What follows belongs to an exercise in optimizing a design on an open flow for small area; a production flow would make more cautious choices.
The RTL was checked by simulation tests, not by an equivalence proof against the original design.
No activity file was given, so power comes from the tool's default toggle rates.

==> flow/design.v <==
package fft_stream_pkg;
	typedef struct packed {
		logic                      valid;
		logic                      sop;    
		logic                      eop;    
		logic [10-1:0] addr;   
	} sink_frame_t;
	typedef struct packed {
		logic                             valid;
		logic                             sop;   
		logic                             eop;
		logic signed [10-1:0] re;
		logic signed [10-1:0] im;
	} spec_bin_t;
endpackage
package spectrum_pkg;
	typedef struct packed {
		logic                      valid;
		logic [10-1:0] bin;
		logic [20-1:0]  power;
		logic                      last;   
	} power_sample_t;
	typedef struct packed {
		logic [10-1:0] bin;
		logic [20-1:0]  power;
	} peak_t;
	typedef struct packed {
		peak_t a;
		peak_t b;
	} tone_pair_t;
	typedef struct packed {
		logic [10-1:0] bin;
		logic [20-1:0]  power;
		logic [10-1:0]    amp;
	} tone_t;
	typedef struct packed {
		tone_t a;
		tone_t b;
	} tone_report_t;
endpackage
module frame_sequencer (
	input  logic                        sys_clk,
	input  logic                        sys_rst,
	input  logic                        adc_flag,
	output fft_stream_pkg::sink_frame_t frame
);
	localparam int ADDR_W = 10;
	logic              run;    
	logic [ADDR_W-1:0] addr;   
	always_ff @(posedge sys_clk or negedge sys_rst)
	begin
		if (!sys_rst)
		begin
			run  <= 1'b0;
			addr <= '0;
		end
		else
		begin
			addr <= addr + ADDR_W'(run);
			if (run)
				run <= ~&addr;  
			else
				run <= adc_flag;  
		end
	end
	assign frame = {run, run & ~|addr, run & &addr, addr};
endmodule
module bin_power (
	input  logic                          sys_clk,
	input  logic                          sys_rst,
	input  fft_stream_pkg::spec_bin_t     spec,
	output spectrum_pkg::power_sample_t   sample
);
	localparam int BIN_W = 10;
	localparam int POW_W = 20;
	localparam logic [BIN_W-1:0] LAST_BIN = BIN_W'(511);
	logic                      first_q;   
	logic [BIN_W-1:0]          bin_cur;
	logic [POW_W-1:0]          power_cur;
	logic                      valid_q;
	logic [BIN_W-1:0]          bin_q;
	logic [POW_W-1:0]          power_q;
	assign bin_cur = (spec.sop | first_q) ? '0 : bin_q + 1'b1;
	power_sq i_power_sq (
		.re (spec.re),
		.im (spec.im),
		.p  (power_cur)
	);
	always_ff @(posedge sys_clk or negedge sys_rst)
	begin
		if (!sys_rst)
		begin
			first_q <= 1'b1;
			valid_q <= 1'b0;
		end
		else
		begin
			valid_q <= spec.valid;
			if (spec.valid)
				first_q <= 1'b0;
		end
	end
	always_ff @(posedge sys_clk)
	begin
		if (spec.valid)
			bin_q <= bin_cur;
		power_q <= power_cur;  
	end
	assign sample = {valid_q, bin_q, power_q, valid_q && bin_q == LAST_BIN};
endmodule
module power_sq (
	input  logic [9:0]  re,
	input  logic [9:0]  im,
	output logic [19:0] p
);
	logic c109, c111, c113, c115, c117, c119, c121, c123, c125, c127, c129, c131, c133, c135, c137, c139, c141, c143, c145, c147, c149, c151, c153, c155, c157, c159, c161, c163, c165, c167, c169, c171, c173, c175, c177, c179, c181, c183, c185, c187, c189, c191, c193, c195, c197, c199, c201, c203, c205, c207, c209, c211, c213, c215, c217, c219, c221, c223, c225, c227, c229, c231, c233, c235, c237, c239, c241, c243, c245, c247, c249, c251, c253, c255, c257, c259, c261, c263, c265, c267, c269, c271, c273, c275, c277, c279, c281, c283, c285, c287, c289, c291, c293, c295, c297, c299, c301, c303, c305, c307, c309, c311, s108, s110, s112, s114, s116, s118, s120, s122, s124, s126, s128, s130, s132, s134, s136, s138, s140, s142, s144, s146, s148, s150, s152, s154, s156, s158, s160, s162, s164, s166, s168, s170, s172, s174, s176, s178, s180, s182, s184, s186, s188, s190, s192, s194, s196, s198, s200, s202, s204, s206, s208, s210, s212, s214, s216, s218, s220, s222, s224, s226, s228, s230, s232, s234, s236, s238, s240, s242, s244, s246, s248, s250, s252, s254, s256, s258, s260, s262, s264, s266, s268, s270, s272, s274, s276, s278, s280, s282, s284, s286, s288, s290, s292, s294, s296, s298, s300, s302, s304, s306, s308, s310, t1, t2, t3, t4, t5, t6, t7, t8, t9, t10, t11, t12, t13, t14, t15, t16, t17, t18, t19, t20, t21, t22, t23, t24, t25, t26, t27, t28, t29, t30, t31, t32, t33, t34, t35, t36, t37, t38, t39, t40, t41, t42, t43, t44, t45, t46, t47, t48, t49, t50, t51, t52, t53, t54, t55, t56, t57, t58, t59, t60, t61, t62, t63, t64, t65, t66, t67, t68, t69, t70, t71, t72, t73, t74, t75, t76, t77, t78, t79, t80, t81, t82, t83, t84, t85, t86, t87, t88, t89, t90, t91, t92, t93, t94, t95, t96, t97, t98, t99, t100, t101, t102, t103, t104, t105, t106, t107;
	assign t1 = re[1] & ~re[0];
	assign t2 = re[1] & re[0];
	assign t3 = re[2] & ~re[1];
	assign t4 = re[2] & re[1];
	assign t5 = re[3] & ~re[2];
	assign t6 = re[3] & re[2];
	assign t7 = re[4] & ~re[3];
	assign t8 = re[4] & re[3];
	assign t9 = re[5] & ~re[4];
	assign t10 = re[5] & re[4];
	assign t11 = re[6] & ~re[5];
	assign t12 = re[6] & re[5];
	assign t13 = re[7] & ~re[6];
	assign t14 = re[7] & re[6];
	assign t15 = re[8] & ~re[7];
	assign t16 = re[8] & re[7];
	assign t17 = re[0] & re[2];
	assign t18 = re[0] & re[3];
	assign t19 = re[0] & re[4];
	assign t20 = re[0] & re[5];
	assign t21 = re[0] & re[6];
	assign t22 = re[0] & re[7];
	assign t23 = re[0] & re[8];
	assign t24 = re[1] & re[3];
	assign t25 = re[1] & re[4];
	assign t26 = re[1] & re[5];
	assign t27 = re[1] & re[6];
	assign t28 = re[1] & re[7];
	assign t29 = re[1] & re[8];
	assign t30 = re[2] & re[4];
	assign t31 = re[2] & re[5];
	assign t32 = re[2] & re[6];
	assign t33 = re[2] & re[7];
	assign t34 = re[2] & re[8];
	assign t35 = re[3] & re[5];
	assign t36 = re[3] & re[6];
	assign t37 = re[3] & re[7];
	assign t38 = re[3] & re[8];
	assign t39 = re[4] & re[6];
	assign t40 = re[4] & re[7];
	assign t41 = re[4] & re[8];
	assign t42 = re[5] & re[7];
	assign t43 = re[5] & re[8];
	assign t44 = re[6] & re[8];
	assign t45 = ~(re[0] & re[9]);
	assign t46 = ~(re[1] & re[9]);
	assign t47 = ~(re[2] & re[9]);
	assign t48 = ~(re[3] & re[9]);
	assign t49 = ~(re[4] & re[9]);
	assign t50 = ~(re[5] & re[9]);
	assign t51 = ~(re[6] & re[9]);
	assign t52 = ~(re[7] & re[9]);
	assign t53 = ~(re[8] & re[9]);
	assign t54 = im[1] & ~im[0];
	assign t55 = im[1] & im[0];
	assign t56 = im[2] & ~im[1];
	assign t57 = im[2] & im[1];
	assign t58 = im[3] & ~im[2];
	assign t59 = im[3] & im[2];
	assign t60 = im[4] & ~im[3];
	assign t61 = im[4] & im[3];
	assign t62 = im[5] & ~im[4];
	assign t63 = im[5] & im[4];
	assign t64 = im[6] & ~im[5];
	assign t65 = im[6] & im[5];
	assign t66 = im[7] & ~im[6];
	assign t67 = im[7] & im[6];
	assign t68 = im[8] & ~im[7];
	assign t69 = im[8] & im[7];
	assign t70 = im[0] & im[2];
	assign t71 = im[0] & im[3];
	assign t72 = im[0] & im[4];
	assign t73 = im[0] & im[5];
	assign t74 = im[0] & im[6];
	assign t75 = im[0] & im[7];
	assign t76 = im[0] & im[8];
	assign t77 = im[1] & im[3];
	assign t78 = im[1] & im[4];
	assign t79 = im[1] & im[5];
	assign t80 = im[1] & im[6];
	assign t81 = im[1] & im[7];
	assign t82 = im[1] & im[8];
	assign t83 = im[2] & im[4];
	assign t84 = im[2] & im[5];
	assign t85 = im[2] & im[6];
	assign t86 = im[2] & im[7];
	assign t87 = im[2] & im[8];
	assign t88 = im[3] & im[5];
	assign t89 = im[3] & im[6];
	assign t90 = im[3] & im[7];
	assign t91 = im[3] & im[8];
	assign t92 = im[4] & im[6];
	assign t93 = im[4] & im[7];
	assign t94 = im[4] & im[8];
	assign t95 = im[5] & im[7];
	assign t96 = im[5] & im[8];
	assign t97 = im[6] & im[8];
	assign t98 = ~(im[0] & im[9]);
	assign t99 = ~(im[1] & im[9]);
	assign t100 = ~(im[2] & im[9]);
	assign t101 = ~(im[3] & im[9]);
	assign t102 = ~(im[4] & im[9]);
	assign t103 = ~(im[5] & im[9]);
	assign t104 = ~(im[6] & im[9]);
	assign t105 = ~(im[7] & im[9]);
	assign t106 = ~(im[8] & im[9]);
	assign t107 = ~t10;
	assign s108 = t8 ^ t23;
	assign c109 = t8 & t23;
	assign s110 = t9 ^ t29 ^ t33;
	assign c111 = (t9 & t29) | (t9 & t33) | (t29 & t33);
	assign s112 = t34 ^ t37 ^ t39;
	assign c113 = (t34 & t37) | (t34 & t39) | (t37 & t39);
	assign s114 = t11 ^ t38;
	assign c115 = t11 & t38;
	assign s116 = t6 ^ t21 ^ t26;
	assign c117 = (t6 & t21) | (t6 & t26) | (t21 & t26);
	assign s118 = t7 ^ t22 ^ t27;
	assign c119 = (t7 & t22) | (t7 & t27) | (t22 & t27);
	assign s120 = t31 ^ t60;
	assign c121 = t31 & t60;
	assign s122 = t28 ^ t32 ^ t35;
	assign c123 = (t28 & t32) | (t28 & t35) | (t32 & t35);
	assign s124 = t61 ^ t76 ^ t81;
	assign c125 = (t61 & t76) | (t61 & t81) | (t76 & t81);
	assign s126 = t85 ^ t88;
	assign c127 = t85 & t88;
	assign s128 = t36 ^ t45 ^ t62;
	assign c129 = (t36 & t45) | (t36 & t62) | (t45 & t62);
	assign s130 = t82 ^ t86 ^ t89;
	assign c131 = (t82 & t86) | (t82 & t89) | (t86 & t89);
	assign s132 = t98 ^ c109 ^ s110;
	assign c133 = (t98 & c109) | (t98 & s110) | (c109 & s110);
	assign s134 = t46 ^ t63 ^ t87;
	assign c135 = (t46 & t63) | (t46 & t87) | (t63 & t87);
	assign s136 = t90 ^ t92 ^ t99;
	assign c137 = (t90 & t92) | (t90 & t99) | (t92 & t99);
	assign s138 = t107 ^ c111 ^ s112;
	assign c139 = (t107 & c111) | (t107 & s112) | (c111 & s112);
	assign s140 = t40 ^ t47 ^ t64;
	assign c141 = (t40 & t47) | (t40 & t64) | (t47 & t64);
	assign s142 = t91 ^ t93 ^ t100;
	assign c143 = (t91 & t93) | (t91 & t100) | (t93 & t100);
	assign s144 = t10 ^ c113 ^ s114;
	assign c145 = (t10 & c113) | (t10 & s114) | (c113 & s114);
	assign s146 = t12 ^ t41 ^ t42;
	assign c147 = (t12 & t41) | (t12 & t42) | (t41 & t42);
	assign s148 = t48 ^ t65 ^ t94;
	assign c149 = (t48 & t65) | (t48 & t94) | (t65 & t94);
	assign s150 = t95 ^ t101 ^ c115;
	assign c151 = (t95 & t101) | (t95 & c115) | (t101 & c115);
	assign s152 = t13 ^ t43 ^ t49;
	assign c153 = (t13 & t43) | (t13 & t49) | (t43 & t49);
	assign s154 = t66 ^ t96;
	assign c155 = t66 & t96;
	assign s156 = t14 ^ t44 ^ t50;
	assign c157 = (t14 & t44) | (t14 & t50) | (t44 & t50);
	assign s158 = t4 ^ t19 ^ t24;
	assign c159 = (t4 & t19) | (t4 & t24) | (t19 & t24);
	assign s160 = t5 ^ t20 ^ t25;
	assign c161 = (t5 & t20) | (t5 & t25) | (t20 & t25);
	assign s162 = t58 ^ t73;
	assign c163 = t58 & t73;
	assign s164 = t30 ^ t59 ^ t74;
	assign c165 = (t30 & t59) | (t30 & t74) | (t59 & t74);
	assign s166 = t79 ^ t83 ^ s116;
	assign c167 = (t79 & t83) | (t79 & s116) | (t83 & s116);
	assign s168 = t75 ^ t80 ^ t84;
	assign c169 = (t75 & t80) | (t75 & t84) | (t80 & t84);
	assign s170 = c117 ^ s118 ^ s120;
	assign c171 = (c117 & s118) | (c117 & s120) | (s118 & s120);
	assign s172 = s108 ^ c119 ^ c121;
	assign c173 = (s108 & c119) | (s108 & c121) | (c119 & c121);
	assign s174 = s122 ^ s124 ^ s126;
	assign c175 = (s122 & s124) | (s122 & s126) | (s124 & s126);
	assign s176 = c123 ^ c125 ^ c127;
	assign c177 = (c123 & c125) | (c123 & c127) | (c125 & c127);
	assign s178 = s128 ^ s130 ^ s132;
	assign c179 = (s128 & s130) | (s128 & s132) | (s130 & s132);
	assign s180 = c129 ^ c131 ^ c133;
	assign c181 = (c129 & c131) | (c129 & c133) | (c131 & c133);
	assign s182 = s134 ^ s136 ^ s138;
	assign c183 = (s134 & s136) | (s134 & s138) | (s136 & s138);
	assign s184 = c135 ^ c137 ^ c139;
	assign c185 = (c135 & c137) | (c135 & c139) | (c137 & c139);
	assign s186 = s140 ^ s142 ^ s144;
	assign c187 = (s140 & s142) | (s140 & s144) | (s142 & s144);
	assign s188 = c141 ^ c143 ^ c145;
	assign c189 = (c141 & c143) | (c141 & c145) | (c143 & c145);
	assign s190 = s146 ^ s148 ^ s150;
	assign c191 = (s146 & s148) | (s146 & s150) | (s148 & s150);
	assign s192 = t102 ^ c147 ^ c149;
	assign c193 = (t102 & c147) | (t102 & c149) | (c147 & c149);
	assign s194 = c151 ^ s152 ^ s154;
	assign c195 = (c151 & s152) | (c151 & s154) | (s152 & s154);
	assign s196 = t67 ^ t97 ^ t103;
	assign c197 = (t67 & t97) | (t67 & t103) | (t97 & t103);
	assign s198 = c153 ^ c155 ^ s156;
	assign c199 = (c153 & c155) | (c153 & s156) | (c155 & s156);
	assign s200 = t15 ^ t51 ^ t68;
	assign c201 = (t15 & t51) | (t15 & t68) | (t51 & t68);
	assign s202 = t104 ^ c157;
	assign c203 = t104 & c157;
	assign s204 = t16 ^ t52 ^ t69;
	assign c205 = (t16 & t52) | (t16 & t69) | (t52 & t69);
	assign s206 = re[9] ^ t53;
	assign c207 = re[9] & t53;
	assign s208 = t2 ^ t17;
	assign c209 = t2 & t17;
	assign s210 = t3 ^ t18 ^ t56;
	assign c211 = (t3 & t18) | (t3 & t56) | (t18 & t56);
	assign s212 = t57 ^ t72 ^ t77;
	assign c213 = (t57 & t72) | (t57 & t77) | (t72 & t77);
	assign s214 = t78 ^ c159 ^ s160;
	assign c215 = (t78 & c159) | (t78 & s160) | (c159 & s160);
	assign s216 = c161 ^ c163 ^ s164;
	assign c217 = (c161 & c163) | (c161 & s164) | (c163 & s164);
	assign s218 = c165 ^ c167 ^ s168;
	assign c219 = (c165 & c167) | (c165 & s168) | (c167 & s168);
	assign s220 = c169 ^ c171 ^ s172;
	assign c221 = (c169 & c171) | (c169 & s172) | (c171 & s172);
	assign s222 = c173 ^ c175 ^ s176;
	assign c223 = (c173 & c175) | (c173 & s176) | (c175 & s176);
	assign s224 = c177 ^ c179 ^ s180;
	assign c225 = (c177 & c179) | (c177 & s180) | (c179 & s180);
	assign s226 = c181 ^ c183 ^ s184;
	assign c227 = (c181 & c183) | (c181 & s184) | (c183 & s184);
	assign s228 = c185 ^ c187 ^ s188;
	assign c229 = (c185 & c187) | (c185 & s188) | (c187 & s188);
	assign s230 = c189 ^ c191 ^ s192;
	assign c231 = (c189 & c191) | (c189 & s192) | (c191 & s192);
	assign s232 = c193 ^ c195 ^ s196;
	assign c233 = (c193 & c195) | (c193 & s196) | (c195 & s196);
	assign s234 = c197 ^ c199 ^ s200;
	assign c235 = (c197 & c199) | (c197 & s200) | (c199 & s200);
	assign s236 = t105 ^ c201 ^ c203;
	assign c237 = (t105 & c201) | (t105 & c203) | (c201 & c203);
	assign s238 = im[9] ^ t106 ^ c205;
	assign c239 = (im[9] & t106) | (im[9] & c205) | (t106 & c205);
	assign s240 = t55 ^ t70;
	assign c241 = t55 & t70;
	assign s242 = t71 ^ c209 ^ s210;
	assign c243 = (t71 & c209) | (t71 & s210) | (c209 & s210);
	assign s244 = s158 ^ c211 ^ s212;
	assign c245 = (s158 & c211) | (s158 & s212) | (c211 & s212);
	assign s246 = s162 ^ c213 ^ s214;
	assign c247 = (s162 & c213) | (s162 & s214) | (c213 & s214);
	assign s248 = s166 ^ c215 ^ s216;
	assign c249 = (s166 & c215) | (s166 & s216) | (c215 & s216);
	assign s250 = s170 ^ c217 ^ s218;
	assign c251 = (s170 & c217) | (s170 & s218) | (c217 & s218);
	assign s252 = s174 ^ c219 ^ s220;
	assign c253 = (s174 & c219) | (s174 & s220) | (c219 & s220);
	assign s254 = s178 ^ c221 ^ s222;
	assign c255 = (s178 & c221) | (s178 & s222) | (c221 & s222);
	assign s256 = s182 ^ c223 ^ s224;
	assign c257 = (s182 & c223) | (s182 & s224) | (c223 & s224);
	assign s258 = s186 ^ c225 ^ s226;
	assign c259 = (s186 & c225) | (s186 & s226) | (c225 & s226);
	assign s260 = s190 ^ c227 ^ s228;
	assign c261 = (s190 & c227) | (s190 & s228) | (c227 & s228);
	assign s262 = s194 ^ c229 ^ s230;
	assign c263 = (s194 & c229) | (s194 & s230) | (c229 & s230);
	assign s264 = s198 ^ c231 ^ s232;
	assign c265 = (s198 & c231) | (s198 & s232) | (c231 & s232);
	assign s266 = s202 ^ c233 ^ s234;
	assign c267 = (s202 & c233) | (s202 & s234) | (c233 & s234);
	assign s268 = s204 ^ c235 ^ s236;
	assign c269 = (s204 & c235) | (s204 & s236) | (c235 & s236);
	assign s270 = s206 ^ c237 ^ s238;
	assign c271 = (s206 & c237) | (s206 & s238) | (c237 & s238);
	assign s272 = c207 ^ c239;
	assign c273 = c207 & c239;
	assign s274 = re[0] ^ im[0];
	assign c275 = re[0] & im[0];
	assign s276 = t1 ^ t54;
	assign c277 = t1 & t54;
	assign s278 = s208 ^ s240 ^ c277;
	assign c279 = (s208 & s240) | (s208 & c277) | (s240 & c277);
	assign s280 = c241 ^ s242 ^ c279;
	assign c281 = (c241 & s242) | (c241 & c279) | (s242 & c279);
	assign s282 = c243 ^ s244 ^ c281;
	assign c283 = (c243 & s244) | (c243 & c281) | (s244 & c281);
	assign s284 = c245 ^ s246 ^ c283;
	assign c285 = (c245 & s246) | (c245 & c283) | (s246 & c283);
	assign s286 = c247 ^ s248 ^ c285;
	assign c287 = (c247 & s248) | (c247 & c285) | (s248 & c285);
	assign s288 = c249 ^ s250 ^ c287;
	assign c289 = (c249 & s250) | (c249 & c287) | (s250 & c287);
	assign s290 = c251 ^ s252 ^ c289;
	assign c291 = (c251 & s252) | (c251 & c289) | (s252 & c289);
	assign s292 = c253 ^ s254 ^ c291;
	assign c293 = (c253 & s254) | (c253 & c291) | (s254 & c291);
	assign s294 = c255 ^ s256 ^ c293;
	assign c295 = (c255 & s256) | (c255 & c293) | (s256 & c293);
	assign s296 = c257 ^ s258 ^ c295;
	assign c297 = (c257 & s258) | (c257 & c295) | (s258 & c295);
	assign s298 = c259 ^ s260 ^ c297;
	assign c299 = (c259 & s260) | (c259 & c297) | (s260 & c297);
	assign s300 = c261 ^ s262 ^ c299;
	assign c301 = (c261 & s262) | (c261 & c299) | (s262 & c299);
	assign s302 = c263 ^ s264 ^ c301;
	assign c303 = (c263 & s264) | (c263 & c301) | (s264 & c301);
	assign s304 = c265 ^ s266 ^ c303;
	assign c305 = (c265 & s266) | (c265 & c303) | (s266 & c303);
	assign s306 = c267 ^ s268 ^ c305;
	assign c307 = (c267 & s268) | (c267 & c305) | (s268 & c305);
	assign s308 = c269 ^ s270 ^ c307;
	assign c309 = (c269 & s270) | (c269 & c307) | (s270 & c307);
	assign s310 = c271 ^ s272 ^ c309;
	assign c311 = (c271 & s272) | (c271 & c309) | (s272 & c309);
	assign p[0] = s274;
	assign p[1] = c275;
	assign p[2] = s276;
	assign p[3] = s278;
	assign p[4] = s280;
	assign p[5] = s282;
	assign p[6] = s284;
	assign p[7] = s286;
	assign p[8] = s288;
	assign p[9] = s290;
	assign p[10] = s292;
	assign p[11] = s294;
	assign p[12] = s296;
	assign p[13] = s298;
	assign p[14] = s300;
	assign p[15] = s302;
	assign p[16] = s304;
	assign p[17] = s306;
	assign p[18] = s308;
	assign p[19] = s310;
endmodule
module peak_pair_tracker (
	input  logic                        sys_clk,
	input  logic                        sys_rst,
	input  spectrum_pkg::power_sample_t sample,
	output spectrum_pkg::tone_pair_t    pair,
	output logic                        pair_valid
);
	localparam int BIN_W = 10;
	localparam logic [BIN_W-1:0] FIRST_BIN = BIN_W'(1);
	spectrum_pkg::peak_t lo;
	spectrum_pkg::peak_t hi;
	logic                best_hi;
	logic                in_range;
	logic                start;
	logic                gt_lo;
	logic                gt_hi;
	logic                gt_best;
	assign in_range = sample.valid && !sample.bin[BIN_W-1] && (sample.bin != '0);
	assign start    = sample.bin == FIRST_BIN;
	always_comb
	begin
		gt_lo = 1'b0;
		gt_hi = 1'b0;
		for (int i = 0; i < 20; i++)
		begin
			gt_lo = (sample.power[i] & ~lo.power[i]) | ((sample.power[i] | ~lo.power[i]) & gt_lo);
			gt_hi = (sample.power[i] & ~hi.power[i]) | ((sample.power[i] | ~hi.power[i]) & gt_hi);
		end
	end
	assign gt_best  = best_hi ? gt_hi : gt_lo;
	always_ff @(posedge sys_clk)
	begin
		if (in_range && (start || gt_lo || gt_hi))
		begin
			hi      <= {1'b0, sample.bin[BIN_W-2:0], sample.power};  
			best_hi <= start || gt_best;
			if (start)
				lo <= '0;
			else if (best_hi)
				lo <= hi;
		end
	end
	assign pair = {lo, hi};
	always_ff @(posedge sys_clk or negedge sys_rst)
	begin
		if (!sys_rst)
			pair_valid <= 1'b0;
		else
			pair_valid <= sample.last;  
	end
endmodule
module isqrt (
	input  logic [10:0]   rem,     
	input  logic [1:0]             bits,    
	input  logic [10-1:0] root,    
	output logic [10:0]   rem_nxt,
	output logic                   root_bit
);
	localparam int W = 10 + 3;
	logic [W-1:0] rem_shift;
	logic [W-1:0] trial;
	logic [W-1:0] diff;
	logic         borrow;
	assign rem_shift = {rem, bits};
	assign trial     = {1'b0, root, 2'b01};  
	always_comb
	begin
		borrow = 1'b0;
		for (int i = 0; i < W; i++)
		begin
			diff[i] = rem_shift[i] ^ trial[i] ^ borrow;
			borrow  = (~rem_shift[i] & trial[i]) | (~(rem_shift[i] ^ trial[i]) & borrow);
		end
	end
	assign root_bit = !borrow;
	assign rem_nxt  = root_bit ? diff[10:0] : rem_shift[10:0];
endmodule
module peak_reporter (
	input  logic                       sys_clk,
	input  logic                       sys_rst,
	input  spectrum_pkg::tone_pair_t   pair,
	input  logic                       pair_valid,
	output spectrum_pkg::tone_report_t report,
	output logic                       update_flag
);
	localparam int POW_W = 20;
	localparam int AMP_W = 10;
	localparam int BIN_W = 10;
	localparam logic [3:0] LAST_STEP = 4'(AMP_W - 1);
	logic [2*POW_W-1:0] pow_q;     
	logic [2*POW_W-1:0] pow_nxt;
	logic [BIN_W-2:0]   bin_a_q;   
	logic [BIN_W-2:0]   bin_b_q;
	logic [AMP_W:0]     rem_q;
	logic [2*AMP_W-1:0] root_q;    
	logic [2*AMP_W-1:0] root_nxt;
	logic [3:0]         step_q;    
	logic               tone_b_q;
	logic               busy_q;
	logic [AMP_W:0]     rem_nxt;
	logic               root_bit;
	logic [AMP_W-1:0]   root_mask;
	logic               tone_end;
	logic               fin;
	always_comb
		for (int i = 0; i < AMP_W; i++)
			root_mask[i] = step_q > 4'(i);
	isqrt i_isqrt (
		.rem      (rem_q),
		.bits     (pow_q[2*POW_W-1 -: 2]),
		.root     (root_q[AMP_W-1:0] & root_mask),
		.rem_nxt  (rem_nxt),
		.root_bit (root_bit)
	);
	assign pow_nxt  = {pow_q[2*POW_W-3:0], pow_q[2*POW_W-1 -: 2]};
	assign root_nxt = {root_q[2*AMP_W-2:0], root_bit};
	assign tone_end = step_q == LAST_STEP;
	assign fin      = busy_q && tone_b_q && tone_end;
	always_ff @(posedge sys_clk)
	begin
		pow_q  <= pair_valid ? {pair.a.power, pair.b.power} : pow_nxt;
		rem_q  <= (pair_valid || tone_end) ? '0 : rem_nxt;
		root_q <= root_nxt;
		if (pair_valid)
		begin
			step_q   <= '0;
			tone_b_q <= 1'b0;
		end
		else
		begin
			step_q <= tone_end ? '0 : step_q + 1'b1;
			if (tone_end)
				tone_b_q <= !tone_b_q;
		end
		if (pair_valid)
		begin
			bin_a_q <= pair.a.bin[BIN_W-2:0];
			bin_b_q <= pair.b.bin[BIN_W-2:0];
		end
	end
	always_ff @(posedge sys_clk or negedge sys_rst)
	begin
		if (!sys_rst)
		begin
			busy_q      <= 1'b0;
			report      <= '0;
			update_flag <= 1'b0;
		end
		else
		begin
			update_flag <= fin;
			if (pair_valid)
				busy_q <= 1'b1;
			else if (fin)
				busy_q <= 1'b0;
			if (fin)
			begin
				report.a <= {1'b0, bin_a_q, pow_nxt[2*POW_W-1 -: POW_W], root_nxt[2*AMP_W-1 -: AMP_W]};
				report.b <= {1'b0, bin_b_q, pow_nxt[POW_W-1:0], root_nxt[AMP_W-1:0]};
			end
		end
	end
endmodule
module spec_top (
	input  logic                             sys_clk,
	input  logic                             sys_rst,
	input  logic                             adc_flag,
	input  logic                             spec_valid,
	input  logic                             spec_sop,
	input  logic                             spec_eop,
	input  logic signed [10-1:0] spec_re,
	input  logic signed [10-1:0] spec_im,
	output logic [10-1:0]        sample_addr,
	output logic                             sink_valid,
	output logic                             sink_sop,
	output logic                             sink_eop,
	output logic                             power_valid,
	output logic [10-1:0]        power_bin,
	output logic [20-1:0]         power,
	output logic                             update_flag,
	output logic [10-1:0]        bin_a,
	output logic [10-1:0]        bin_b,
	output logic [20-1:0]         power_a,
	output logic [20-1:0]         power_b,
	output logic [10-1:0]           amp_a,
	output logic [10-1:0]           amp_b
);
	fft_stream_pkg::sink_frame_t  frame;
	fft_stream_pkg::spec_bin_t    spec;
	spectrum_pkg::power_sample_t  sample;
	spectrum_pkg::tone_pair_t     pair;
	logic                         pair_valid;
	spectrum_pkg::tone_report_t   report;
	assign spec = {spec_valid, spec_sop, spec_eop, spec_re, spec_im};
	frame_sequencer i_frame_sequencer (
		.sys_clk  (sys_clk),
		.sys_rst  (sys_rst),
		.adc_flag (adc_flag),
		.frame    (frame)
	);
	bin_power i_bin_power (
		.sys_clk (sys_clk),
		.sys_rst (sys_rst),
		.spec    (spec),
		.sample  (sample)
	);
	peak_pair_tracker i_peak_pair_tracker (
		.sys_clk    (sys_clk),
		.sys_rst    (sys_rst),
		.sample     (sample),
		.pair       (pair),
		.pair_valid (pair_valid)
	);
	peak_reporter i_peak_reporter (
		.sys_clk     (sys_clk),
		.sys_rst     (sys_rst),
		.pair        (pair),
		.pair_valid  (pair_valid),
		.report      (report),
		.update_flag (update_flag)
	);
	assign sample_addr = frame.addr;
	assign sink_valid  = frame.valid;
	assign sink_sop    = frame.sop;
	assign sink_eop    = frame.eop;
	assign power_valid = sample.valid;  
	assign power_bin   = sample.bin;
	assign power       = sample.power;
	assign bin_a   = report.a.bin;
	assign bin_b   = report.b.bin;
	assign power_a = report.a.power;
	assign power_b = report.b.power;
	assign amp_a   = report.a.amp;
	assign amp_b   = report.b.amp;
endmodule
==> flow/flow/run.sh <==
#!/bin/bash
# The standard layout with three changes:
# - after the standard synthesis, the combinational logic between the registers is
#   cleaned up: flow/polarity.py removes inverters around the full adders and
#   polarity-paired gates, and flow/resyn.tcl re-maps the rest with ABC for area.
#   Registers (cells and names) and full adders are kept as they are.
# - the port buffers are made of the smallest buffer cell.
# - clock tree synthesis adds no dummy loads (same settings as config.mk otherwise).
set -euo pipefail
R=orfs/results/sky130hd/spec_top/base
LIB=$FLOW_HOME/platforms/sky130hd/lib/sky130_fd_sc_hd__tt_025C_1v80.lib
YOSYS=yosys
[[ -x $FLOW_HOME/../tools/install/yosys/bin/yosys ]] && YOSYS=$FLOW_HOME/../tools/install/yosys/bin/yosys
bash standard.sh synth > synth.log 2>&1
cp $R/1_2_yosys.v $R/1_2_yosys.standard.v
python3 flow/polarity.py $R/1_2_yosys.standard.v $R/1_2_yosys.pol1.v > polarity1.log 2>&1
LIB=$LIB IN_V=$R/1_2_yosys.pol1.v OUT_V=$R/1_2_yosys.resyn.v TOP=$FLOW_TOP STAT=resyn_stat.txt \
  $YOSYS -c flow/resyn.tcl > resyn.log 2>&1
python3 flow/polarity.py $R/1_2_yosys.resyn.v $R/1_2_yosys.v > polarity2.log 2>&1
rm -f $R/1_synth.odb $R/1_synth.sdc
CTS="-sink_clustering_enable -repair_clock_nets -sink_clustering_size 18 -sink_clustering_max_diameter 60"
CTS="$CTS -buf_list sky130_fd_sc_hd__clkbuf_8 -dont_use_dummy_load"
DU="$(make -s -C $FLOW_HOME DESIGN_CONFIG=$FLOW_CONFIG WORK_HOME=$PWD/orfs print-DONT_USE_CELLS | sed -n 's/^DONT_USE_CELLS: //p')"
DU="$DU sky130_fd_sc_hd__buf_4 sky130_fd_sc_hd__buf_6 sky130_fd_sc_hd__buf_8 sky130_fd_sc_hd__buf_12 sky130_fd_sc_hd__buf_16"
bash standard.sh "DONT_USE_CELLS=$DU" BUFFER_PORTS_ARGS="-buffer_cell sky130_fd_sc_hd__buf_1" "CTS_ARGS=$CTS" finish > standard.log 2>&1
==> flow/flow/polarity.py <==
#!/usr/bin/env python3
"""Polarity clean-up of a flat Yosys netlist of sky130hd cells.

Full adders and majority gates are self-dual: complementing every input
complements the outputs. Some gates come in pairs that differ only in the
polarity of their output (and2/nand2, or2/nor2, xor2/xnor2, ...). This picks,
for each such cell, the form that needs the least area in cells plus inverters,
then rewrites the netlist: every inverter whose output is not a port is removed,
and one inverter is added for each net that still needs its complement.
usage: polarity.py IN.v OUT.v
"""
import random
import re
import sys

PFX = 'sky130_fd_sc_hd__'
src = open(sys.argv[1]).read()
mods = re.findall(r'\bmodule\b.*?\bendmodule\b', src, re.S)
assert len(mods) == 1, 'expects one flat module'
mod = mods[0]

cell_re = re.compile(r'(\s*)(' + PFX + r'\w+)\s+(\S+)\s*\((.*?)\);', re.S)
pin_re = re.compile(r'\.(\w+)\(\s*(.*?)\s*\)(?=\s*,|\s*$)', re.S)

cells = []
for m in cell_re.finditer(mod):
    pins = {p: n.strip() for p, n in pin_re.findall(m.group(4))}
    cells.append([m.group(2)[len(PFX):], m.group(3), pins, m.span()])

OUT_PINS = {'X', 'Y', 'Q', 'Q_N', 'SUM', 'COUT', 'HI', 'LO'}
INV_AREA = 3.7536
# self-dual cells: (inputs, outputs)
SELF_DUAL = {'fa_1': (('A', 'B', 'CIN'), ('SUM', 'COUT')),
             'maj3_1': (('A', 'B', 'C'), ('X',))}
# output-polarity pairs: type -> (other type, out pin, other out pin, area, other area)
PAIRS = {}
def pair(a, pa, aa, b, pb, ab):
    PAIRS[a] = (b, pa, pb, aa, ab)
    PAIRS[b] = (a, pb, pa, ab, aa)
pair('and2_1', 'X', 6.256, 'nand2_1', 'Y', 3.7536)
pair('or2_1', 'X', 6.256, 'nor2_1', 'Y', 3.7536)
pair('xor2_1', 'X', 8.7584, 'xnor2_1', 'Y', 8.7584)
pair('and3_1', 'X', 6.256, 'nand3_1', 'Y', 5.0048)
pair('or3_1', 'X', 6.256, 'nor3_1', 'Y', 5.0048)
pair('and4_1', 'X', 8.7584, 'nand4_1', 'Y', 6.256)
pair('or4_1', 'X', 7.5072, 'nor4_1', 'Y', 6.256)
pair('a21o_1', 'X', 7.5072, 'a21oi_1', 'Y', 5.0048)
pair('a211o_1', 'X', 8.7584, 'a211oi_1', 'Y', 7.5072)
pair('a22o_1', 'X', 8.7584, 'a22oi_1', 'Y', 7.5072)
pair('a31o_1', 'X', 8.7584, 'a31oi_1', 'Y', 6.256)
pair('a221o_1', 'X', 10.0096, 'a221oi_1', 'Y', 8.7584)
pair('a32o_1', 'X', 10.0096, 'a32oi_1', 'Y', 8.7584)
pair('a311o_1', 'X', 10.0096, 'a311oi_1', 'Y', 8.7584)
pair('a41o_1', 'X', 10.0096, 'a41oi_1', 'Y', 8.7584)
pair('a2111o_1', 'X', 11.2608, 'a2111oi_0', 'Y', 8.7584)
pair('a21bo_1', 'X', 10.0096, 'a21boi_0', 'Y', 7.5072)
pair('o21a_1', 'X', 7.5072, 'o21ai_0', 'Y', 5.0048)
pair('o211a_1', 'X', 10.0096, 'o211ai_1', 'Y', 7.5072)
pair('o22a_1', 'X', 8.7584, 'o22ai_1', 'Y', 6.256)
pair('o31a_1', 'X', 8.7584, 'o31ai_1', 'Y', 7.5072)
pair('o221a_1', 'X', 11.2608, 'o221ai_1', 'Y', 8.7584)
pair('o311a_1', 'X', 10.0096, 'o311ai_0', 'Y', 8.7584)
pair('o21ba_1', 'X', 10.0096, 'o21bai_1', 'Y', 7.5072)
pair('mux2_1', 'X', 11.2608, 'mux2i_1', 'Y', 10.0096)
pair('and2b_1', 'X', 7.5072, 'nand2b_1', 'Y', 6.256)
pair('or2b_1', 'X', 7.5072, 'nor2b_1', 'Y', 6.256)
pair('and3b_1', 'X', 8.7584, 'nand3b_1', 'Y', 7.5072)
pair('or3b_1', 'X', 8.7584, 'nor3b_1', 'Y', 7.5072)
pair('and4b_1', 'X', 10.0096, 'nand4b_1', 'Y', 8.7584)
pair('or4b_1', 'X', 10.0096, 'nor4b_1', 'Y', 8.7584)
pair('xor3_1', 'X', 23.7728, 'xnor3_1', 'X', 22.5216)

ports_out = set()
for m in re.finditer(r'\boutput\s+(?:wire\s+)?(\[[^\]]*\]\s*)?([^;]+);', mod):
    for nm in m.group(2).split(','):
        ports_out.add(nm.strip())
def is_port_net(n):
    return n in ports_out or re.sub(r'\s*\[\d+\]$', '', n) in ports_out

driver = {}
for i, c in enumerate(cells):
    for p, n in c[2].items():
        if p in OUT_PINS:
            driver[n] = (i, p)

def is_inv(c):
    return c[0] in ('inv_1', 'inv_2', 'clkinv_1')
removable = {i for i, c in enumerate(cells) if is_inv(c) and not is_port_net(c[2]['Y'])}

def literal(n):
    par = 0
    while n in driver and driver[n][0] in removable:
        n = cells[driver[n][0]][2]['A']
        par ^= 1
    return n, par

# variables: self-dual cells and pair cells whose outputs are not ports
var = {}
for i, c in enumerate(cells):
    if c[0] in SELF_DUAL or c[0] in PAIRS:
        outs = [n for p, n in c[2].items() if p in OUT_PINS]
        if not any(is_port_net(n) for n in outs):
            var[i] = 0

cons = []
for i, c in enumerate(cells):
    if i in removable:
        continue
    for p, n in c[2].items():
        if p in OUT_PINS or n == '' or re.match(r"^\d+'[bh]", n):
            continue
        b, par = literal(n)
        sd = c[0] in SELF_DUAL and i in var and p in SELF_DUAL[c[0]][0]
        d = driver.get(b)
        cons.append((i, p, b, par, sd, d[0] if d and d[0] in var else None))

by_var = {}
for k, (i, p, b, par, sd, dv) in enumerate(cons):
    if sd:
        by_var.setdefault(i, []).append(k)
    if dv is not None:
        by_var.setdefault(dv, []).append(k)

def need_bit(k, x):
    i, p, b, par, sd, dv = cons[k]
    return par ^ (x[dv] if dv is not None else 0) ^ (x[i] if sd else 0)

def gate_area(i, x):
    t = cells[i][0]
    if t in PAIRS:
        return PAIRS[t][4] if x[i] else PAIRS[t][3]
    return 0.0

def total(x):
    need = {}
    for k in range(len(cons)):
        if need_bit(k, x):
            need[cons[k][2]] = 1
    return len(need) * INV_AREA + sum(gate_area(i, x) for i in var)

# incremental: count of complement users per base net
def build(x):
    cnt = {}
    for k in range(len(cons)):
        if need_bit(k, x):
            b = cons[k][2]
            cnt[b] = cnt.get(b, 0) + 1
    return cnt

def delta(v, x, cnt):
    # area change if v flips
    d = 0.0
    t = cells[v][0]
    if t in PAIRS:
        d += (PAIRS[t][3] - PAIRS[t][4]) if x[v] else (PAIRS[t][4] - PAIRS[t][3])
    ch = {}
    for k in by_var.get(v, []):
        b = cons[k][2]
        ch[b] = ch.get(b, 0) + (-1 if need_bit(k, x) else 1)
    for b, dd in ch.items():
        before = cnt.get(b, 0) > 0
        after = cnt.get(b, 0) + dd > 0
        d += (after - before) * INV_AREA
    return d, ch

def apply(v, x, cnt, ch):
    x[v] ^= 1
    for b, dd in ch.items():
        cnt[b] = cnt.get(b, 0) + dd

def descend(x):
    cnt = build(x)
    vs = list(var)
    improved = True
    while improved:
        improved = False
        random.shuffle(vs)
        for v in vs:
            d, ch = delta(v, x, cnt)
            if d < -1e-9:
                apply(v, x, cnt, ch)
                improved = True
    return x

random.seed(7)
x = dict(var)
start = total(x)
x = descend(x)
best, bx = total(x), dict(x)
for rnd in range(60):
    y = dict(bx)
    for v in random.sample(list(var), max(1, len(var) // 12)):
        y[v] ^= 1
    y = descend(y)
    ty = total(y)
    if ty < best - 1e-9:
        best, bx = ty, dict(y)
x = bx
cnt = build(x)
need = sorted(b for b, c in cnt.items() if c > 0)
sys.stderr.write(f'polarity: {len(removable)} inverters removed, {len(need)} added; '
                 f'{sum(x.values())} of {len(var)} cells flipped; area {start:.1f} -> {best:.1f}\n')

def esc(n):
    return n + ' ' if n.startswith('\\') else n

tag = 0
while f'_polinv{tag}_' in src:
    tag += 1
inv_name = {b: f'_polinv{tag}_{k}_' for k, b in enumerate(need)}
newpins = {}
for k, (i, p, b, par, sd, dv) in enumerate(cons):
    newpins[(i, p)] = inv_name[b] if need_bit(k, x) else b

out = []
pos = 0
for i, c in enumerate(cells):
    a, e = c[3]
    out.append(mod[pos:a])
    pos = e
    if i in removable:
        continue
    typ, name, pins = c[0], c[1], c[2]
    plist = []
    for p, n in pins.items():
        q = p
        if i in var and x[i] and typ in PAIRS and p == PAIRS[typ][1]:
            q = PAIRS[typ][2]
        plist.append(f'    .{q}({esc(newpins.get((i, p), n))})')
    if i in var and x[i] and typ in PAIRS:
        typ = PAIRS[typ][0]
    out.append('\n  ' + PFX + typ + ' ' + name + ' (\n' + ',\n'.join(plist) + '\n  );')
out.append(mod[pos:])
body = ''.join(out)
decl = ''.join(f'  wire {w};\n' for w in inv_name.values())
body = body.replace(');', ');\n' + decl, 1)
body = body.replace('endmodule', ''.join(
    f'  {PFX}inv_1 _polinv{tag}_cell_{k}_ (\n    .A({esc(b)}),\n    .Y({inv_name[b]})\n  );\n'
    for k, b in enumerate(need)) + 'endmodule')
open(sys.argv[2], 'w').write(src.replace(mod, body))
==> flow/flow/resyn.tcl <==
# Re-map the combinational logic of the polarity-cleaned netlist for area.
# Registers, full adders and tie cells are kept as they are (black boxes),
# so every register keeps its cell and name.
yosys -import
set lib $::env(LIB)
read_liberty -ignore_miss_func $lib
read_verilog $::env(IN_V)
hierarchy -top $::env(TOP)
blackbox sky130_fd_sc_hd__df* sky130_fd_sc_hd__edf* sky130_fd_sc_hd__fa_* sky130_fd_sc_hd__conb_*
flatten
opt_clean
abc -liberty $lib -dont_use *probe* -dont_use *lpflow* -dont_use *clkdly* -dont_use *dlygate* -dont_use *dlymetal* -script "+strash;dch;map,-a;mfs2;strash;dch;map,-a;mfs2;strash;dch;map,-a"
opt_clean -purge
setundef -zero
splitnets
opt_clean -purge
hilomap -singleton -hicell sky130_fd_sc_hd__conb_1 HI -locell sky130_fd_sc_hd__conb_1 LO
insbuf -buf sky130_fd_sc_hd__buf_4 A X
opt_clean -purge
check
tee -o $::env(STAT) stat -liberty $lib
write_verilog -noattr -noexpr -nohex -nodec $::env(OUT_V)
==> flow/standard.sh <==
#!/bin/bash
# synth_recipe.tcl (not shown) runs the flow's synth.tcl, then flattens the netlist and writes it again
# the make line also repeats each setting of config.mk as NAME=value (left out here)
make -C /OpenROAD-flow-scripts/flow DESIGN_CONFIG=/design/flow/config.mk WORK_HOME=/design/flow/orfs CLKGATE_MAP_FILE= SYNTH_SCRIPT=/design/flow/synth_recipe.tcl "${@:-finish}"
==> flow/config.mk <==
export PLATFORM = sky130hd
export DESIGN_NAME = spec_top
export DESIGN_NICKNAME = spec_top
export VERILOG_FILES = /design/flow/design.v
export SDC_FILE = /design/flow/constraint.sdc
export NUM_CORES = 4
export LEC_CHECK = 0
export CAP_MARGIN = 20
export CORE_MARGIN = 2
export CORE_UTILIZATION = 70
export CTS_BUF_LIST = sky130_fd_sc_hd__clkbuf_8
export CTS_CLUSTER_DIAMETER = 60
export CTS_CLUSTER_SIZE = 18
export PLACE_DENSITY = 0.8
export SLEW_MARGIN = 20
==> flow/constraint.sdc <==
create_clock -name core_clock -period 10.0 [get_ports {sys_clk}]
set_input_delay 2.0000 -clock core_clock [delete_from_list [all_inputs] [get_ports {sys_clk}]]
set_output_delay 2.0000 -clock core_clock [all_outputs]
set_load 0.01 [all_outputs]
==> metrics.cfg, run 1 <==
[outcome]
status = timing/DRC/antenna clean

[clock_tree]
clockRootBuffer = clkbuf_8
cts_setup_buffers = 0
htreeDepth = 1
clk_path_buf_depth = 3
clock_sinks = 276
clk_latency_ns = 0.54
path_clk_slew_ns = 0.10
cts_made_buffers = 20
hold_buffers = 0
cts_tree = done
cts_resized = 0

[route]
wl_met3_um = 1720
routed_wl_um = 25000
drtIter0Drc = 489
wirelength_met1_um = 10700
dr_wl_met2_um = 12200
first_pass_iters = 5
vias = 8408
drcViolationCount = 0
ant_nets = 0
wl_per_cell_um = 15.8
drt-vias-per-instance = 5.32
routed.top_layer = met4

[setup_path]
cp.arrival_ns = 9.85
r2r_cells = 18
path_max_fanout = 6
crit_type = primary input to flop
endpoint_kind = flop
critPathLaunch = spec_im[1]
r2r-start = i_peak_reporter.step_q[2]$_SDFF_PP0_
cp.required_ns = 10.46
r2r-end = i_peak_reporter.rem_q[2]$_SDFF_PP0_
crit_path_start_kind = primary input
r2r_slack_ns = 4.87

[place]
dp_hpwl_um = 18800
port_buffers = 147
place_area_um2 = 13300
gp_congestion = 0.944

[pwr]
peakVddDrop_v = 0.000123
powerDensity_nw_per_um2 = 222
p_leak_nw = 6.26

[floorplanning]
die_y_um = 141
core_area_um2 = 18500
start_util_pct = 70.8
dieArea_um2 = 19800
num_rows = 50
fp.dieW_um = 141
num_io_pins = 151

[synthesis]
syn_avg_cell_area_um2 = 10.2
yosysWarnings = 5
synthesis.instances = 1279
syn_area_um2 = 13100

[global_route]
grt_antenna_before_repair = 0
grt_pass1_wl_um = 41200
grt_pass1_vias = 8334
overflow = 0
grt_use_total_pct = 26.0
grt_max_degree = 101

[timing]
worst_slew_pin_slew_ns = 1.05
slew_headroom_pct = 29.9
finalMaxSlewViolations = 0
rsz0062_at_grt = no
setup_tns_ns = 0
hold_violations = 0
clock_skew_ns = 0.0671
holdWs_ns = 0.357
fin_crit_sh_pct = 94.0
setup-violations-final = 0
fmaxAchievable_ghz = 0.106
min_period_ns = 9.40

[layout]
syn_to_final_growth_pct = 3.32
n_antenna_cell = 0
fin_nets = 1471
fin_area_um2 = 13500
drive_gt1_share_pct = 2.82

[worst_hold_path]
holdPathEnd = i_peak_reporter.root_q[16]$_DFF_P_
hp-start = i_peak_reporter.root_q[15]$_DFF_P_
min_path_cells = 0
hold_class = flop to flop

[job]
cap_violations = 0

==> cell usage in the layout (no fill, tap or decap), types with 5 or more instances in the layout <==
cell type        count
a211oi_1             6
a21oi_1             18
a22oi_1             11
and2_1               5
buf_1              146
clkbuf_8            20
clkdlybuf4s18_2      5
dfrtp_1             92
dfxtp_1             95
dlygate4sd1_1       13
edfxtp_1            87
fa_1                96
inv_1              152
nand2_1            244
nand3_1              7
nor2_1             164
nor3_1              18
o21ai_0            110
o22ai_1             10
xor2_1              11
==> worst max path at each step <==
stage                     slack (ns)  cells after the start                               to
after global placement          0.13                     22  i_bin_power.power_q[19]$_DFF_P_
after floorplan                 0.53                     22  i_bin_power.power_q[19]$_DFF_P_
after CTS                       0.59                     22  i_bin_power.power_q[19]$_DFF_P_
after global routing            0.33                     22  i_bin_power.power_q[19]$_DFF_P_
final                           0.60                     22  i_bin_power.power_q[19]$_DFF_P_
after detailed placement        0.02                     22  i_bin_power.power_q[19]$_DFF_P_
==> metrics by stage <==
step           power (mW)  std cells  worst slack, ns  utilization (%)
2_1_floorplan        2.32       1280            0.533                -
3_3_place_gp         2.47       1561            0.134             71.6
3_5_place_dp         2.53       1561           0.0211             71.6
4_1_cts              3.03       1581            0.590             73.1
5_1_grt              3.24       1581            0.334             73.1
6_report             3.00       1581            0.605             73.1
==> layer usage <==
| metal | global-route usage, % | up-vias |
|---|---|---|
| met2 | 43.3 | 278 |
| met3 | 4.42 | 36 |
| met1 | 36.8 | 4022 |
| li1 | - | 4072 |
| met5 | 0 | - |
| met4 | 5.63 | 0 |
==> where the power goes <==
part           total [mW]  switching, mW  internal [mW]
logic               0.960          0.571          0.389
registers            1.54          0.145           1.40
clock network       0.500          0.319          0.180
total                3.00           1.04           1.97
==> state kept, by name, indices dropped and copies added, names as in the netlist, 4 cells and up <==
signal                   cells
i_frame_sequencer.addr      10
i_peak_pair_tracker.hi      29
i_peak_reporter.rem_q       11
i_peak_reporter.root_q      19
i_peak_reporter.pow_q       40
i_peak_pair_tracker.lo      29
i_peak_reporter.bin_b_q      9
i_peak_reporter.report      78
i_bin_power.bin_q           10
i_bin_power.power_q         20
i_peak_reporter.step_q       4
i_peak_reporter.bin_a_q      9
==> cell type report <==
| cell class | instances | area, um^2 |
|---|---|---|
| sequential | 276 | 6870 |
| fill | 1403 | 4980 |
| multi-input combinational | 732 | 4790 |
| timing repair buffer | 167 | 743 |
| inverter | 152 | 571 |
| tap | 234 | 293 |
| clock buffer | 20 | 275 |
==> worst max-delay path, stage by stage <==
cell and delay [ns]:
buf_1 0.27, nor2_1 0.11, fa_1 0.52, fa_1 0.45
fa_1 0.45, fa_1 0.40, fa_1 0.40, fa_1 0.40
fa_1 0.41, fa_1 0.41, fa_1 0.41, fa_1 0.39
fa_1 0.40, fa_1 0.39, fa_1 0.39, fa_1 0.39
fa_1 0.39, fa_1 0.38, fa_1 0.39, xnor2_1 0.18
xor2_1 0.19, xor2_1 0.15
==> run 2: changes to the inputs <==
--- a/flow/design.v
+++ b/flow/design.v
@@ -459,4 +459,6 @@
 	spectrum_pkg::peak_t hi;
 	logic                best_hi;
+	logic                lo_set;   
+	logic                gt_lo_set;
 	logic                in_range;
 	logic                start;
@@ -476,18 +478,22 @@
 		end
 	end
-	assign gt_best  = best_hi ? gt_hi : gt_lo;
+	assign gt_lo_set = lo_set ? gt_lo : (sample.power != '0);
+	assign gt_best   = best_hi ? gt_hi : gt_lo_set;
 	always_ff @(posedge sys_clk)
 	begin
-		if (in_range && (start || gt_lo || gt_hi))
+		if (in_range && (start || gt_lo_set || gt_hi))
 		begin
 			hi      <= {1'b0, sample.bin[BIN_W-2:0], sample.power};  
 			best_hi <= start || gt_best;
 			if (start)
-				lo <= '0;
+				lo_set <= 1'b0;
 			else if (best_hi)
-				lo <= hi;
+			begin
+				lo     <= hi;
+				lo_set <= 1'b1;
+			end
 		end
 	end
-	assign pair = {lo, hi};
+	assign pair = {lo_set ? lo : '0, hi};
 	always_ff @(posedge sys_clk or negedge sys_rst)
 	begin
--- a/flow/flow/run.sh
+++ b/flow/flow/run.sh
@@ -17,9 +17,10 @@
 LIB=$LIB IN_V=$R/1_2_yosys.pol1.v OUT_V=$R/1_2_yosys.resyn.v TOP=$FLOW_TOP STAT=resyn_stat.txt \
   $YOSYS -c flow/resyn.tcl > resyn.log 2>&1
-python3 flow/polarity.py $R/1_2_yosys.resyn.v $R/1_2_yosys.v > polarity2.log 2>&1
+python3 flow/polarity.py $R/1_2_yosys.resyn.v $R/1_2_yosys.pol2.v > polarity2.log 2>&1
+LIB=$LIB IN_V=$R/1_2_yosys.pol2.v OUT_V=$R/1_2_yosys.resyn2.v TOP=$FLOW_TOP STAT=resyn2_stat.txt \
+  $YOSYS -c flow/resyn.tcl > resyn2.log 2>&1
+python3 flow/polarity.py $R/1_2_yosys.resyn2.v $R/1_2_yosys.v > polarity3.log 2>&1
 rm -f $R/1_synth.odb $R/1_synth.sdc
 CTS="-sink_clustering_enable -repair_clock_nets -sink_clustering_size 18 -sink_clustering_max_diameter 60"
 CTS="$CTS -buf_list sky130_fd_sc_hd__clkbuf_8 -dont_use_dummy_load"
-DU="$(make -s -C $FLOW_HOME DESIGN_CONFIG=$FLOW_CONFIG WORK_HOME=$PWD/orfs print-DONT_USE_CELLS | sed -n 's/^DONT_USE_CELLS: //p')"
-DU="$DU sky130_fd_sc_hd__buf_4 sky130_fd_sc_hd__buf_6 sky130_fd_sc_hd__buf_8 sky130_fd_sc_hd__buf_12 sky130_fd_sc_hd__buf_16"
-bash standard.sh "DONT_USE_CELLS=$DU" BUFFER_PORTS_ARGS="-buffer_cell sky130_fd_sc_hd__buf_1" "CTS_ARGS=$CTS" finish > standard.log 2>&1
+bash standard.sh BUFFER_PORTS_ARGS="-buffer_cell sky130_fd_sc_hd__buf_1" "CTS_ARGS=$CTS" finish > standard.log 2>&1
--- a/flow/flow/resyn.tcl
+++ b/flow/flow/resyn.tcl
@@ -10,5 +10,5 @@
 flatten
 opt_clean
-abc -liberty $lib -dont_use *probe* -dont_use *lpflow* -dont_use *clkdly* -dont_use *dlygate* -dont_use *dlymetal* -script "+strash;dch;map,-a;mfs2;strash;dch;map,-a;mfs2;strash;dch;map,-a"
+abc -liberty $lib -dont_use *probe* -dont_use *lpflow* -dont_use *clkdly* -dont_use *dlygate* -dont_use *dlymetal* -script "+strash;ifraig;scorr;dc2;dch,-f;map,-a;mfs2;strash;dch,-f;map,-a;mfs2;strash;dch,-f;map,-a"
 opt_clean -purge
 setundef -zero
==> metrics.cfg, run 2 <==
[clock_tree]
hold_buffers = 0  ; unchanged
cts_made_buffers = 19  ; -5.0%
clock_sinks = 277  ; +0.36%
clk_latency_ns = 0.53  ; about the same
path_clk_slew_ns = 0.10  ; about the same
clk_path_buf_depth = 3  ; unchanged
cts_tree = done
cts_resized = 0  ; unchanged
cts_setup_buffers = 0  ; unchanged
clockRootBuffer = clkbuf_8
htreeDepth = 1  ; unchanged

[global_route]
grt_antenna_before_repair = 0  ; unchanged
overflow = 0  ; unchanged
grt_max_degree = 93  ; -7.9%
grt_use_total_pct = 26.8  ; +0.78 points
grt_pass1_vias = 8502  ; +2.0%
grt_pass1_wl_um = 42200  ; +2.5%

[layout]
drive_gt1_share_pct = 3.80  ; +0.98 points
multiInputGateArea_um2 = 4740  ; -0.99%
final_common_cell = nor2_1
fin_nets = 1441  ; -2.0%
syn_to_final_growth_pct = 2.91
seq_area_um2 = 6900  ; +0.44%
finalNonFillerCells = 1546  ; -2.2%
fillers = 1356  ; -3.3%
final_cell_mix = 194 x nor2_1, 173 x nand2_1, 146 x buf_1, 145 x inv_1, 96 x fa_1
largest_reg_flops = 78  ; unchanged
n_antenna_cell = 0  ; unchanged
largestRegisters = i_peak_reporter.report: 78 flops, i_peak_reporter.pow_q: 40 flops
top_register = i_peak_reporter.report

[floorplanning]
num_rows = 49  ; -2.0%
core_area_um2 = 18100  ; -2.0%
num_io_pins = 151  ; unchanged
dieArea_um2 = 19800  ; -0.26%
fp.dieW_um = 141  ; -0.13%
start_util_pct = 72.0  ; +1.3 points
die_y_um = 141  ; -0.13%

[timing]
fin_ws_ns = 0.705  ; +0.101 ns
min_period_ns = 9.29  ; -0.101 ns
holdWs_ns = 0.357  ; +0.000557 ns
finalMaxSlewViolations = 0  ; unchanged
fin_crit_sh_pct = 92.9  ; -1.0 points
slew_headroom_pct = 37.8  ; +7.9 points
hold_violations = 0  ; unchanged
setup_tns_ns = 0  ; unchanged
fmaxAchievable_ghz = 0.108  ; +1.1%
clock_skew_ns = 0.0299  ; -0.0372 ns
worst_slew_pin_slew_ns = 0.932  ; -0.119 ns
setup-violations-final = 0  ; unchanged
rsz0062_at_grt = no

[setup_path]
crit_type = primary input to flop
crit_path_start_kind = primary input
cp.required_ns = 10.44  ; -0.02 ns
cp.arrival_ns = 9.73  ; -0.12 ns
cp_slowest_stage_delay_ns = 0.47  ; -0.05 ns
path_common_cell = fa_1
endpoint_kind = flop
path_cells = buf_1 -> inv_1 -> nor2_1 -> fa_1 -> fa_1 -> fa_1 -> fa_1 -> fa_1 -> fa_1 -> fa_1 -> fa_1 -> fa_1 -> fa_1 -> fa_1 -> fa_1 -> fa_1 -> fa_1 -> fa_1 -> fa_1 -> fa_1 -> xnor2_1 -> xnor2_1 -> xor2_1
critPathSlowestCell = fa_1
path_max_fanout = 2  ; -4

[synthesis]
syn_avg_cell_area_um2 = 10.4  ; +2.0%
synthesis.instances = 1251  ; -2.2%
yosysWarnings = 5  ; unchanged
syn_area_um2 = 13100  ; -0.26%

[pwr]
powerDensity_nw_per_um2 = 218  ; -1.8%
p_leak_nw = 6.22  ; -0.62%
power_mw = 2.93  ; -2.4%
peakVddDrop_v = 0.000108  ; -12%

[route]
vias = 8461  ; +0.63%
routed_wl_um = 25500  ; +2.0%
drtIter0Drc = 550  ; +12%
first_pass_iters = 5  ; unchanged
wl_per_cell_um = 16.5  ; +4.3%
ant_nets = 0  ; unchanged
drt-vias-per-instance = 5.47  ; +2.9%
drcViolationCount = 0  ; unchanged

[place]
dp_slack_ns = 0.167  ; +0.146 ns
place_inst = 1526  ; -2.2%
dp_hpwl_um = 19300  ; +2.9%
gp_congestion = 0.919  ; -2.6%
port_buffers = 147  ; unchanged

[worst_hold_path]
hold_class = flop to flop

[job]
cap_violations = 0  ; unchanged

[outcome]
status = timing/DRC/antenna clean

==> run 2: critical path: cells and delay by family <==
| kind | cells | cell delay [ns] |
|---|---|---|
| xor+xnor | 3 | 0.48 |
| buf+inv | 2 | 0.15 |
| fa+ha+maj | 17 | 6.95 |
| simple gates | 1 | 0.15 |
==> run 2: metrics by stage <==
step	utilization (%)	area, um^2
after floorplan	-	13100
after global placement	72.5	13200
after detailed placement	72.5	13200
after CTS	74.0	13400
after global routing	74.1	13400
final	74.1	13400
==> run 2: area by class of cell <==
type / instances / area share, %
multi-input combinational: 710 / 35.2
timing repair buffer: 166 / 5.34
inverter: 145 / 4.05
sequential: 277 / 51.3
tap: 229 / 2.13
clock buffer: 19 / 1.94
==> run 2: worst paths after layout <==
check                                                startpoint                                endpoint  slack (ns)  cells after the start
max                                                  spec_re[3]         i_bin_power.power_q[19]$_DFF_P_        0.71                     23
min                           i_peak_reporter.root_q[3]$_DFF_P_       i_peak_reporter.root_q[4]$_DFF_P_        0.36                      0
max reg2reg                i_peak_reporter.step_q[3]$_SDFF_PP0_     i_peak_reporter.rem_q[3]$_SDFF_PP0_        4.88                     19
min reg2reg                   i_peak_reporter.root_q[3]$_DFF_P_       i_peak_reporter.root_q[4]$_DFF_P_        0.36                      0
max in group asynchronous                               sys_rst  i_peak_reporter.report[25]$_DFFE_PN0P_        7.39                      2
min in group asynchronous                               sys_rst  i_peak_reporter.report[40]$_DFFE_PN0P_        1.46                      1
==> run 2: layer usage <==
layer / track usage, % / vias to the layer above / wire (um)
li1: - / 4029 / -
met1: 38.0 / 4069 / 10800
met2: 44.6 / 324 / 12500
met3: 4.14 / 39 / 1740
met4: 6.58 / 0 / 491
met5: 0 / - / 0
==> run 2: power by group <==
group	internal (mW)	total (mW)	switching [mW]	leakage, nW
Combinational	0.377	0.931	0.554	3.19
Clock	0.172	0.490	0.317	0.137
Sequential	1.37	1.51	0.139	2.89
Total	1.92	2.93	1.01	6.22
==> run 3: changes to the inputs <==
--- a/flow/flow/run.sh
+++ b/flow/flow/run.sh
@@ -3,5 +3,6 @@
 # - after the standard synthesis, the combinational logic between the registers is
 #   cleaned up: flow/polarity.py removes inverters around the full adders and
-#   polarity-paired gates, and flow/resyn.tcl re-maps the rest with ABC for area.
+#   polarity-paired gates, and flow/resyn.tcl re-maps the rest with ABC for area
+#   (both run twice).
 #   Registers (cells and names) and full adders are kept as they are.
 # - the port buffers are made of the smallest buffer cell.
==> metrics.cfg, run 3 <==
[floorplanning]
core_area_um2 = 18100  ; unchanged
num_rows = 49  ; unchanged
die_y_um = 141  ; unchanged
num_io_pins = 151  ; unchanged
dieArea_um2 = 19800  ; unchanged
fp.dieW_um = 141  ; unchanged
start_util_pct = 72.0  ; unchanged

[place]
port_buffers = 147  ; unchanged
gp_congestion = 0.919  ; unchanged
dp_hpwl_um = 19300  ; unchanged
place_inst = 1526  ; unchanged
place_area_um2 = 13200  ; unchanged

[setup_path]
critPathLaunch = spec_re[3]
cp.required_ns = 10.44  ; about the same
crit_path_start_kind = primary input
cp.arrival_ns = 9.73  ; about the same
r2r-start = i_peak_reporter.step_q[3]$_SDFF_PP0_
cpLargestDelayFamily = adder cells
critPathSlowestCell = fa_1
crit_type = primary input to flop
path_max_fanout = 2  ; unchanged
path_cells = buf_1 -> inv_1 -> nor2_1 -> fa_1 -> fa_1 -> fa_1 -> fa_1 -> fa_1 -> fa_1 -> fa_1 -> fa_1 -> fa_1 -> fa_1 -> fa_1 -> fa_1 -> fa_1 -> fa_1 -> fa_1 -> fa_1 -> fa_1 -> xnor2_1 -> xnor2_1 -> xor2_1
worstPathBufferInverterCount = 2  ; unchanged
path_common_cell = fa_1
cp_slowest_stage_delay_ns = 0.47  ; about the same
endpoint_kind = flop

[global_route]
grt_antenna_before_repair = 0  ; unchanged
grt_use_total_pct = 26.8  ; unchanged
grt_pass1_wl_um = 42200  ; unchanged
grt_max_degree = 93  ; unchanged
grt_pass1_vias = 8502  ; unchanged
overflow = 0  ; unchanged

[worst_hold_path]
hp-start = i_peak_reporter.root_q[3]$_DFF_P_
hold_class = flop to flop

[clock_tree]
hold_buffers = 0  ; unchanged
clk_path_buf_depth = 3  ; unchanged
cts_resized = 0  ; unchanged
clock_sinks = 277  ; unchanged
cts_made_buffers = 19  ; unchanged
htreeDepth = 1  ; unchanged
path_clk_slew_ns = 0.10  ; about the same
cts_tree = done
cts_setup_buffers = 0  ; unchanged
clk_latency_ns = 0.53  ; about the same
clockRootBuffer = clkbuf_8

[layout]
fillers = 1356  ; unchanged
final_cell_mix = 194 x nor2_1, 173 x nand2_1, 146 x buf_1, 145 x inv_1, 96 x fa_1
fin_area_um2 = 13400  ; unchanged
multiInputGateArea_um2 = 4740  ; unchanged
largest_reg_flops = 78  ; unchanged
n_antenna_cell = 0  ; unchanged
drive_gt1_share_pct = 3.80  ; unchanged
syn_to_final_growth_pct = 2.91  ; unchanged
top_register = i_peak_reporter.report
fin_nets = 1441  ; unchanged
seq_area_um2 = 6900  ; unchanged
final_common_cell = nor2_1
finalNonFillerCells = 1546  ; unchanged
largestRegisters = i_peak_reporter.report: 78 flops, i_peak_reporter.pow_q: 40 flops

[timing]
finalMaxSlewViolations = 0  ; unchanged
clock_skew_ns = 0.0299  ; unchanged
fmaxAchievable_ghz = 0.108  ; unchanged
rsz0062_at_grt = no
setup-violations-final = 0  ; unchanged
min_period_ns = 9.29  ; unchanged
slew_headroom_pct = 37.8  ; unchanged
hold_violations = 0  ; unchanged
fin_crit_sh_pct = 92.9  ; unchanged
setup_tns_ns = 0  ; unchanged
holdWs_ns = 0.357  ; unchanged
worst_slew_pin_slew_ns = 0.932  ; unchanged

[outcome]
status = timing/DRC/antenna clean

[pwr]
p_leak_nw = 6.22  ; unchanged
peakVddDrop_v = 0.000108  ; unchanged
powerDensity_nw_per_um2 = 218  ; unchanged
power_mw = 2.93  ; unchanged

[route]
drt-vias-per-instance = 5.47  ; unchanged
vias = 8461  ; unchanged
drtIter0Drc = 550  ; unchanged
first_pass_iters = 5  ; unchanged
wl_per_cell_um = 16.5  ; unchanged
routed_wl_um = 25500  ; unchanged
drcViolationCount = 0  ; unchanged
ant_nets = 0  ; unchanged

[synthesis]
yosysWarnings = 5  ; unchanged
synthesis.instances = 1251  ; unchanged
syn_avg_cell_area_um2 = 10.4  ; unchanged
syn_area_um2 = 13100  ; unchanged

[job]
cap_violations = 0  ; unchanged

run 3: power by group:
group,internal [mW],leakage (nW),switching [mW]
combinational,0.377,3.19,0.554
clock,0.172,0.137,0.317
sequential,1.37,2.89,0.139
total,1.92,6.22,1.01
run 3: final cells by class:
type	count	share of cell area, %
flip-flops and latches	277	51.3
repair buffers	166	5.34
inverters	145	4.05
well taps	229	2.13
multi-input cells	710	35.2
clock buffers	19	1.94
run 3: final timing paths:
path | to | slack, ns | cells after the start
worst min-delay path | i_peak_reporter.root_q[4]$_DFF_P_ | 0.36 | 0
min in group asynchronous | i_peak_reporter.report[40]$_DFFE_PN0P_ | 1.46 | 1
worst max register to register | i_peak_reporter.rem_q[3]$_SDFF_PP0_ | 4.88 | 19
worst max-delay path | i_bin_power.power_q[19]$_DFF_P_ | 0.71 | 23
worst min register to register | i_peak_reporter.root_q[4]$_DFF_P_ | 0.36 | 0
max in group asynchronous | i_peak_reporter.report[25]$_DFFE_PN0P_ | 7.39 | 2
run 3: layer usage:
layer / GRT usage (%) / up-vias / wire (um)
met1: 38.0 / 4069 / 10800
li1: - / 4029 / -
met4: 6.58 / 0 / 491
met3: 4.14 / 39 / 1740
met5: 0 / - / 0
met2: 44.6 / 324 / 12500
run 3: through the flow:
| step | utilization, % | setup slack (ns) |
|---|---|---|
| global placement | 72.5 | 0.263 |
| CTS | 74.0 | 0.712 |
| global route | 74.1 | 0.365 |
| floorplan | - | 0.572 |
| detailed placement | 72.5 | 0.167 |
| finish | 74.1 | 0.705 |

what the ideal ports hide:
The flow's constraints put no driver on any port. The routed layouts listed below were extracted and timed again, unchanged, in two steps.
Step 1 sets driving cells, clkbuf_16 on the clock port and buf_2 on the other inputs (assumed; they add their load-dependent delay and slew).
Step 2 adds t to the input delays and takes it off the output delays; t is the mean of the earliest and latest rising clock arrival at the registers after step 1. Input paths then give back, and output paths get back, about the clock's delay inside the block.
Slacks: ideal ports / drivers / drivers and shift; pairs: ideal ports / drivers.
run | t, ns | slack for setup (ns) | worst register clock-pin slew, ns | worst slew at a driven data input, ns | pins driven straight from the clock port
run 1 | 0.552 | 0.605 / 0.623 / 0.071 | 0.11 / 0.11 | 0.03 | 1
run 2 | 0.554 | 0.705 / 0.726 / 0.172 | 0.11 / 0.11 | 0.03 | 1
run 3 | 0.554 | 0.705 / 0.726 / 0.172 | 0.11 / 0.11 | 0.03 | 1
After both steps every run listed still meets setup and hold. The setup slack of run 1, which loses most, moves by +0.018 ns with the drivers and by -0.534 ns with both steps.
